This design comes from an exercise in tuning for small area, a short achievable clock period and few clock cycles per item on the open sky130 flow, not from production work. Function was checked by simulation only, so behaviour that the tests miss may differ from the original.

==> flow/design.v <==
module ksh64_ctrl (
   input  logic       clock,
   input  logic       reset,
   input  logic       req_valid,
   input  logic [2:0] req_byte_count,
   input  logic       req_last_block,
   output logic       req_ready,
   input  logic       rsp_ready,
   output logic       rsp_valid,
   output logic [4:0] cmd
);
   localparam logic [2:0] AbsorbRounds = 3'd2;
   localparam logic [2:0] FinalRounds  = 3'd4;
   localparam logic [2:0] AllRounds    = 3'd6;
   localparam logic [1:0] S_IDLE = 2'd0;
   localparam logic [1:0] S_RUN  = 2'd1;
   localparam logic [1:0] S_DONE = 2'd2;
   logic [1:0] state_ff, state_in;
   logic [2:0] cnt_ff, cnt_in;
   logic       last_ff, last_in;
   logic       pad_pend_ff, pad_pend_in;
   logic       mid_ff, mid_in;
   logic       rsp_valid_ff, rsp_valid_in;
   logic [3:0] n_eff;
   logic       accept;
   logic       cmd_load, cmd_fresh, cmd_pad, cmd_round, cmd_out_load;
   assign req_ready = (state_ff == S_IDLE);
   assign accept    = req_valid && req_ready;
   assign rsp_valid = rsp_valid_ff;
   assign cmd       = {cmd_load, cmd_fresh, cmd_pad, cmd_round, cmd_out_load};
   always_comb begin
      n_eff        = (req_byte_count > 3'd4) ? 4'd4 : {1'b0, req_byte_count};
      state_in     = state_ff;
      cnt_in       = cnt_ff;
      last_in      = last_ff;
      pad_pend_in  = pad_pend_ff;
      mid_in       = mid_ff;
      rsp_valid_in = rsp_valid_ff && !rsp_ready;
      cmd_load     = 1'b0;
      cmd_fresh    = 1'b0;
      cmd_pad      = 1'b0;
      cmd_round    = 1'b0;
      cmd_out_load = 1'b0;
      case (state_ff)
         S_IDLE: begin
            if (accept && (n_eff != 4'd0 || req_last_block)) begin
               cmd_load    = 1'b1;
               cmd_fresh   = !mid_ff;
               cmd_pad     = (n_eff == 4'd0);
               mid_in      = !req_last_block;
               last_in     = req_last_block;
               pad_pend_in = req_last_block && (n_eff != 4'd0);
               if (n_eff == 4'd0) begin
                  cnt_in = FinalRounds;
               end else if (req_last_block) begin
                  cnt_in = AllRounds;
               end else begin
                  cnt_in = AbsorbRounds;
               end
               state_in = S_RUN;
            end
         end
         S_RUN: begin
            cmd_round = 1'b1;
            cmd_pad   = pad_pend_ff && (cnt_ff == FinalRounds);
            cnt_in    = cnt_ff - 3'd1;
            if (cnt_ff == 3'd1) begin
               state_in = last_ff ? S_DONE : S_IDLE;
            end
         end
         S_DONE: begin
            if (!rsp_valid_ff || rsp_ready) begin
               cmd_out_load = 1'b1;
               rsp_valid_in = 1'b1;
               state_in     = S_IDLE;
            end
         end
         default: begin
            state_in = S_IDLE;
         end
      endcase
   end
   always_ff @(posedge clock) begin
      if (reset) begin
         state_ff     <= S_IDLE;
         cnt_ff       <= 3'd0;
         last_ff      <= 1'b0;
         pad_pend_ff  <= 1'b0;
         mid_ff       <= 1'b0;
         rsp_valid_ff <= 1'b0;
      end else begin
         state_ff     <= state_in;
         cnt_ff       <= cnt_in;
         last_ff      <= last_in;
         pad_pend_ff  <= pad_pend_in;
         mid_ff       <= mid_in;
         rsp_valid_ff <= rsp_valid_in;
      end
   end
endmodule
module ksh64_datapath (
   input  logic        clock,
   input  logic        reset,
   input  logic [4:0]  cmd,
   input  logic [31:0] req_data_bytes,
   input  logic [2:0]  req_byte_count,
   input  logic        csr_write_enable,
   input  logic [63:0] csr_write_data,
   output logic [63:0] rsp_digest
);
   localparam logic [7:0] PadFirst = 8'h1F;
   localparam logic [7:0] PadLast  = 8'h80;
   function automatic logic [31:0] rotl32(input logic [31:0] x, input integer r);
      rotl32 = (x << r) | (x >> (32 - r));
   endfunction
   function automatic logic [127:0] arx_round(input logic [127:0] w);
      logic [31:0] a, b, c, d;
      a = w[31:0];
      b = w[63:32];
      c = w[95:64];
      d = w[127:96];
      a = a + b; b = rotl32(b, 5);  b = b ^ a; a = rotl32(a, 16);
      c = c + d; d = rotl32(d, 8);  d = d ^ c;
      a = a + d; d = rotl32(d, 13); d = d ^ a;
      c = c + b; b = rotl32(b, 7);  b = b ^ c; c = rotl32(c, 16);
      arx_round = {d, c, b, a};
   endfunction
   function automatic logic [127:0] absorb_mask(input logic [31:0] data, input logic [3:0] n);
      logic [127:0] m;
      m = 128'd0;
      for (integer i = 0; i < 4; i = i + 1) begin
         if (i < n) begin
            m[8*i+:8] = data[8*i+:8];
         end
      end
      absorb_mask = m;
   endfunction
   function automatic logic [127:0] pad_mask(input logic [3:0] n);
      logic [127:0] m;
      m = 128'd0;
      m[31:24] = PadLast;
      m = m ^ ({120'd0, PadFirst} << (8 * n));
      pad_mask = m;
   endfunction
   logic         cmd_load, cmd_fresh, cmd_pad, cmd_round, cmd_out_load;
   logic [63:0]  seed_ff, seed_in;
   logic [127:0] words_ff, words_in;
   logic [3:0]   n_ff, n_in;
   logic [63:0]  digest_ff, digest_in;
   logic [3:0]   n_eff;
   logic [127:0] base;
   logic [127:0] pad_now;
   assign {cmd_load, cmd_fresh, cmd_pad, cmd_round, cmd_out_load} = cmd;
   always_comb begin
      n_eff    = (req_byte_count > 3'd4) ? 4'd4 : {1'b0, req_byte_count};
      seed_in  = csr_write_enable ? csr_write_data : seed_ff;
      base     = cmd_fresh ? {seed_ff[63:32], 32'h0, seed_ff[31:0], 32'h0} : words_ff;
      pad_now  = 128'd0;
      n_in     = n_ff;
      words_in = words_ff;
      if (cmd_load) begin
         n_in = n_eff;
         if (cmd_pad) begin
            pad_now = pad_mask(n_eff);
         end
         words_in = base ^ absorb_mask(req_data_bytes, n_eff) ^ pad_now;
      end else if (cmd_round) begin
         if (cmd_pad) begin
            pad_now = pad_mask(n_ff);
         end
         words_in = arx_round(words_ff ^ pad_now);
      end
      digest_in = cmd_out_load ? words_ff[63:0] : digest_ff;
   end
   always_ff @(posedge clock) begin
      if (reset) begin
         seed_ff  <= 64'd0;
         words_ff <= 128'd0;
         n_ff     <= 4'd0;
      end else begin
         seed_ff  <= seed_in;
         words_ff <= words_in;
         n_ff     <= n_in;
      end
      digest_ff <= digest_in;
   end
   assign rsp_digest = digest_ff;
endmodule
module keyed_sponge_hash_64
(
   input  logic        clock,
   input  logic        reset,
   input  logic        req_valid,
   output logic        req_ready,
   input  logic [31:0] req_data_bytes,
   input  logic [2:0]  req_byte_count,
   input  logic        req_last_block,
   output logic        rsp_valid,
   input  logic        rsp_ready,
   output logic [63:0] rsp_digest,
   input  logic        csr_write_enable,
   input  logic [63:0] csr_write_data
);
   logic [4:0] cmd;
   ksh64_ctrl u_ctrl (
      .clock          (clock),
      .reset          (reset),
      .req_valid      (req_valid),
      .req_byte_count (req_byte_count),
      .req_last_block (req_last_block),
      .req_ready      (req_ready),
      .rsp_ready      (rsp_ready),
      .rsp_valid      (rsp_valid),
      .cmd            (cmd)
   );
   ksh64_datapath u_datapath (
      .clock            (clock),
      .reset            (reset),
      .cmd              (cmd),
      .req_data_bytes   (req_data_bytes),
      .req_byte_count   (req_byte_count),
      .csr_write_enable (csr_write_enable),
      .csr_write_data   (csr_write_data),
      .rsp_digest       (rsp_digest)
   );
endmodule
==> flow/run.sh <==
#!/bin/bash
# synth_recipe.tcl (not shown) runs the flow's synth.tcl, then flattens the netlist and writes it again
# the make line also repeats each setting of config.mk as NAME=value (left out here)
make -C /OpenROAD-flow-scripts/flow DESIGN_CONFIG=/design/flow/config.mk WORK_HOME=/design/flow/orfs CLKGATE_MAP_FILE= SYNTH_SCRIPT=/design/flow/synth_recipe.tcl finish
==> flow/config.mk <==
export PLATFORM = sky130hd
export DESIGN_NAME = keyed_sponge_hash_64
export DESIGN_NICKNAME = keyed_sponge_hash_64
export VERILOG_FILES = /design/flow/design.v
export SDC_FILE = /design/flow/constraint.sdc
export NUM_CORES = 4
export LEC_CHECK = 0
export CAP_MARGIN = 20
export CORE_MARGIN = 2
export CORE_UTILIZATION = 40
export SLEW_MARGIN = 20
==> flow/constraint.sdc <==
create_clock -name core_clock -period 8.0 [get_ports {clock}]
set_input_delay 1.6000 -clock core_clock [delete_from_list [all_inputs] [get_ports {clock}]]
set_output_delay 1.6000 -clock core_clock [all_outputs]
set_load 0.01 [all_outputs]
==> impl_metrics.tcl <==
set metrics [dict create \
    antenna_cells_inserted 0 \
    fp.dieW_microns 220 \
    synth_largest_area_cell "sky130_fd_sc_hd__dfxtp_1" \
    number_of_flops_mapped_to_enable_cells_by_yosys 64 \
    worst_r2r_path_depth 29 \
    tritoncts "yes" \
    grt_pass1_vias 17000 \
    drive_gt1_share_pct 15.7 \
    worst_path_largest_cell_delay_ns 0.48 \
    clk_latency_ns 0.59 \
    synth_flop_cell "sky130_fd_sc_hd__dfxtp_1" \
    grt_setup_unrepaired "true" \
    io-pin-count 171 \
    drt_pre_antenna_iters 5 \
    drc 0 \
    numPortBuffers 170 \
    mostFrequentLayoutCell "sky130_fd_sc_hd__buf_4" \
    dpl_worst_slack_ns -0.636 \
    timing.critical_path.depth 28 \
    min-delay-path-class "flip-flop to flip-flop" \
    worst_setup_path_start_kind "input pin" \
    cp_data_required_time_ns 8.52 \
    avgViaCountPerCell 5.72 \
    holdBufCountCts 0 \
    min_from "u_ctrl.pad_pend_ff$_SDFFE_PP0P_" \
    routabilityCongestion 0.969 \
    synth-seq-area-share_pct 32.2 \
    clock_skew_ns 0.0259 \
    critical-path-top-cell-by-count "sky130_fd_sc_hd__xnor2_2" \
    final-max-slew-violation-count 0 \
    root_buffer "sky130_fd_sc_hd__clkbuf_16" \
    die_area_sq_um 48400 \
    path_buf_inv 3 \
    grt.overflow.total 0 \
    yosys_warnings 2 \
    rows 79 \
    final_cycle_utilization_of_the_critical_path_pct 96.6 \
    syn-cell-area_sq_um 18600 \
    vias 18000 \
    maxCapViolations 0 \
    finalSetupViolCount 0 \
    dp_hpwl_mm 60.3 \
    grt_start_max_net_pins 110 \
    syn-instance-count 2150 \
    yosys.cell_types.count 89 \
    worstSetupEndpointType "flip-flop" \
    worstReg2RegStart "u_ctrl.cnt_ff[0]$_SDFFE_PP0P_" \
    regToRegSetupSlack_ns 1.21 \
    async_flop_share_pct 0 \
    synthDominantCellAreaShare_pct 21.9 \
    syn_nets 2386 \
    relative_max_transition_margin_pct 29.9 \
    dr.first_iter.drc_count 1677 \
    grt_pass1_wl_mm 109 \
    syn_area_per_cell_sq_um 8.67 \
    worst_hold_path.num_cells 2 \
    dieHeight_microns 220 \
    final.min_clock_period_ns 7.72 \
    result_of_the_run "complete, no violations" \
    critical-path-top-delay-family "simple AND/OR/NAND/NOR gates" \
    final.setup.tns_ns 0 \
    ys_seq_elements 268 \
    post_synth_main_area_contributors "sky130_fd_sc_hd__dfxtp_1, sky130_fd_sc_hd__edfxtp_1, sky130_fd_sc_hd__ha_1" \
    core_area_sq_um 46300 \
    crit_path_top_delay_cell "sky130_fd_sc_hd__or4bb_4" \
    wl_per_cell_microns 24.1 \
    clock_path_buffers 3 \
    area_growth_pct 29.0 \
    clkSlewWorstSetupHoldPaths_ns 0.07 \
    number_of_buffers_created_by_cts 30 \
    globalRouteTotalUtil_pct 30.7 \
    path_max_fanout 6 \
    post-route-worst-setup-slack_ns 0.275 \
    fmax_ghz 0.129 \
    initial_core_utilization_pct 40.3 \
    worstPathArrival_ns 8.25 \
    final_net_count 2754 \
    critical_path_class "input pin to flip-flop" \
    final_cell_mix "sky130_fd_sc_hd__buf_4, sky130_fd_sc_hd__nand2_1, sky130_fd_sc_hd__nor2_1" \
    number_of_antenna_violations_at_the_first_check_in_global_routing 0 \
    totalWireLength_mm 76.0 \
    clk_sink_count 268 \
    htree_num_levels 1 \
    cp-startpoint "req_byte_count[0]" \
    worstMarginPinSlew_ns 1.05 \
    drtAntennaViolNets 0 \
    final_hold_viol_count 0 \
]
[Yosys cell counts, drive strengths merged (5+ instances only)]
master	count
xnor2	156
buf	18
dfxtp	204
o21bai	18
nor2b	13
o22ai	23
xnor3	8
a22oi	14
o221ai	5
nand4	15
nand2	217
mux2i	74
and2	14
nand3b	8
nor2	208
xor2	142
nor3	34
inv	49
clkbuf	86
nand2b	16
a2111oi	13
o211ai	15
a31oi	20
o21a	20
or3	6
a221oi	7
ha	127
a21boi	7
edfxtp	64
nor4	8
and3	19
a21oi	178
nand3	60
a21o	59
or4	6
a311oi	21
o21ai	83
a211oi	46
o31ai	5
[worst min-delay path, cell delays in order, from the launching register on]
cell and delay, ns:
sky130_fd_sc_hd__dfxtp_1 0.31, sky130_fd_sc_hd__nand2_1 0.05, sky130_fd_sc_hd__a21oi_1 0.05
[registers in the layout (all words and copies together) (netlist names)]
register and cells:
u_datapath.words_ff 128, u_datapath.digest_ff 64, u_datapath.seed_ff 64, u_ctrl.cnt_ff 3
u_datapath.n_ff 3, u_ctrl.state_ff 2, u_ctrl.last_ff 1, u_ctrl.mid_ff 1
u_ctrl.pad_pend_ff 1, u_ctrl.rsp_valid_ff 1
[final cells by class]
cell class | count | area (sq um)
Fill cell | 4413 | 22200
Multi-Input combinational cell | 1729 | 12400
Sequential cell | 268 | 6010
Timing Repair Buffer | 440 | 3730
Clock buffer | 39 | 857
Tap cell | 607 | 759
Inverter | 49 | 184
Clock inverter | 17 | 151
[per-layer routing]
| metal | global-route usage (%) | routed length [microns] |
|---|---|---|
| met4 | 12.3 | 3350 |
| met1 | 41.2 | 33200 |
| met5 | 0 | 0 |
| met2 | 49.8 | 34700 |
| met3 | 3.93 | 4680 |
[through the flow]
stage	util (%)	instance area, sq um	hold WS, ns	instances
floorplan	-	18600	0.432	2150
global placement	49.2	22800	0.446	3091
detailed placement	49.2	22800	0.445	3091
CTS	51.4	23800	0.453	3147
global route	52.0	24100	0.494	3149
finish	52.0	24100	0.452	3149
[logic make-up (layout without fill, tap and decap cells)]
family                   after synthesis  in the layout  synth area share (%)
AND/OR/NAND/NOR                      645            645                  15.9
multiplexers                          74             74                  3.97
XOR/XNOR                             308            308                  15.3
adder cells (fa/ha/maj)              131            131                  8.95
flip-flops                           268            268                  32.2
buffers and inverters                153            545                  3.13
AO/OA/AOI/OAI                        571            571                  20.5
[repair_timing]
action	4_1_cts	5_1_grt
buffers inserted	0	2
pin swaps	0	13
resized for setup	3	49
endpoints found under the setup margin	3	55
[worst paths after layout]
| check | to |
|---|---|
| max | u_datapath.words_ff[79]$_SDFFE_PP0P_ |
| min | u_ctrl.pad_pend_ff$_SDFFE_PP0P_ |
| max reg2reg | u_datapath.words_ff[79]$_SDFFE_PP0P_ |
| min reg2reg | u_ctrl.pad_pend_ff$_SDFFE_PP0P_ |
Testbench counts, summed over its fixed seeds: cycles 32,725, items 9,227.

## port drivers added, routing unchanged
Ports are ideal in the flow. The routed layout listed here was re-timed in OpenROAD.
Step 1 (the two cells are an assumption about what drives the block):
set clk [get_ports {clock}]
set_driving_cell -lib_cell sky130_fd_sc_hd__clkbuf_16 $clk
set_driving_cell -lib_cell sky130_fd_sc_hd__buf_2 [delete_from_list [all_inputs] $clk]
Step 2 moves the port delays by t, midway between the first and last clock arrival at a register: inputs arrive t later, outputs are due t later. That takes back most of the time a late clock gives input paths.
Slacks: no drivers / after step 1 / after step 2; pairs: no drivers / after step 1.
shift t [ns]: 0.637
setup slack, ns: 0.275 / 0.307 / -0.331
slew at the worst register clock pin (ns): 0.07 / 0.07
cell pins on the clock port's net: 1
Met with ideal ports but missed after step 2: setup timing in this run. For this run, drivers alone change the setup slack by +0.032 ns; drivers and shift together by -0.606 ns.
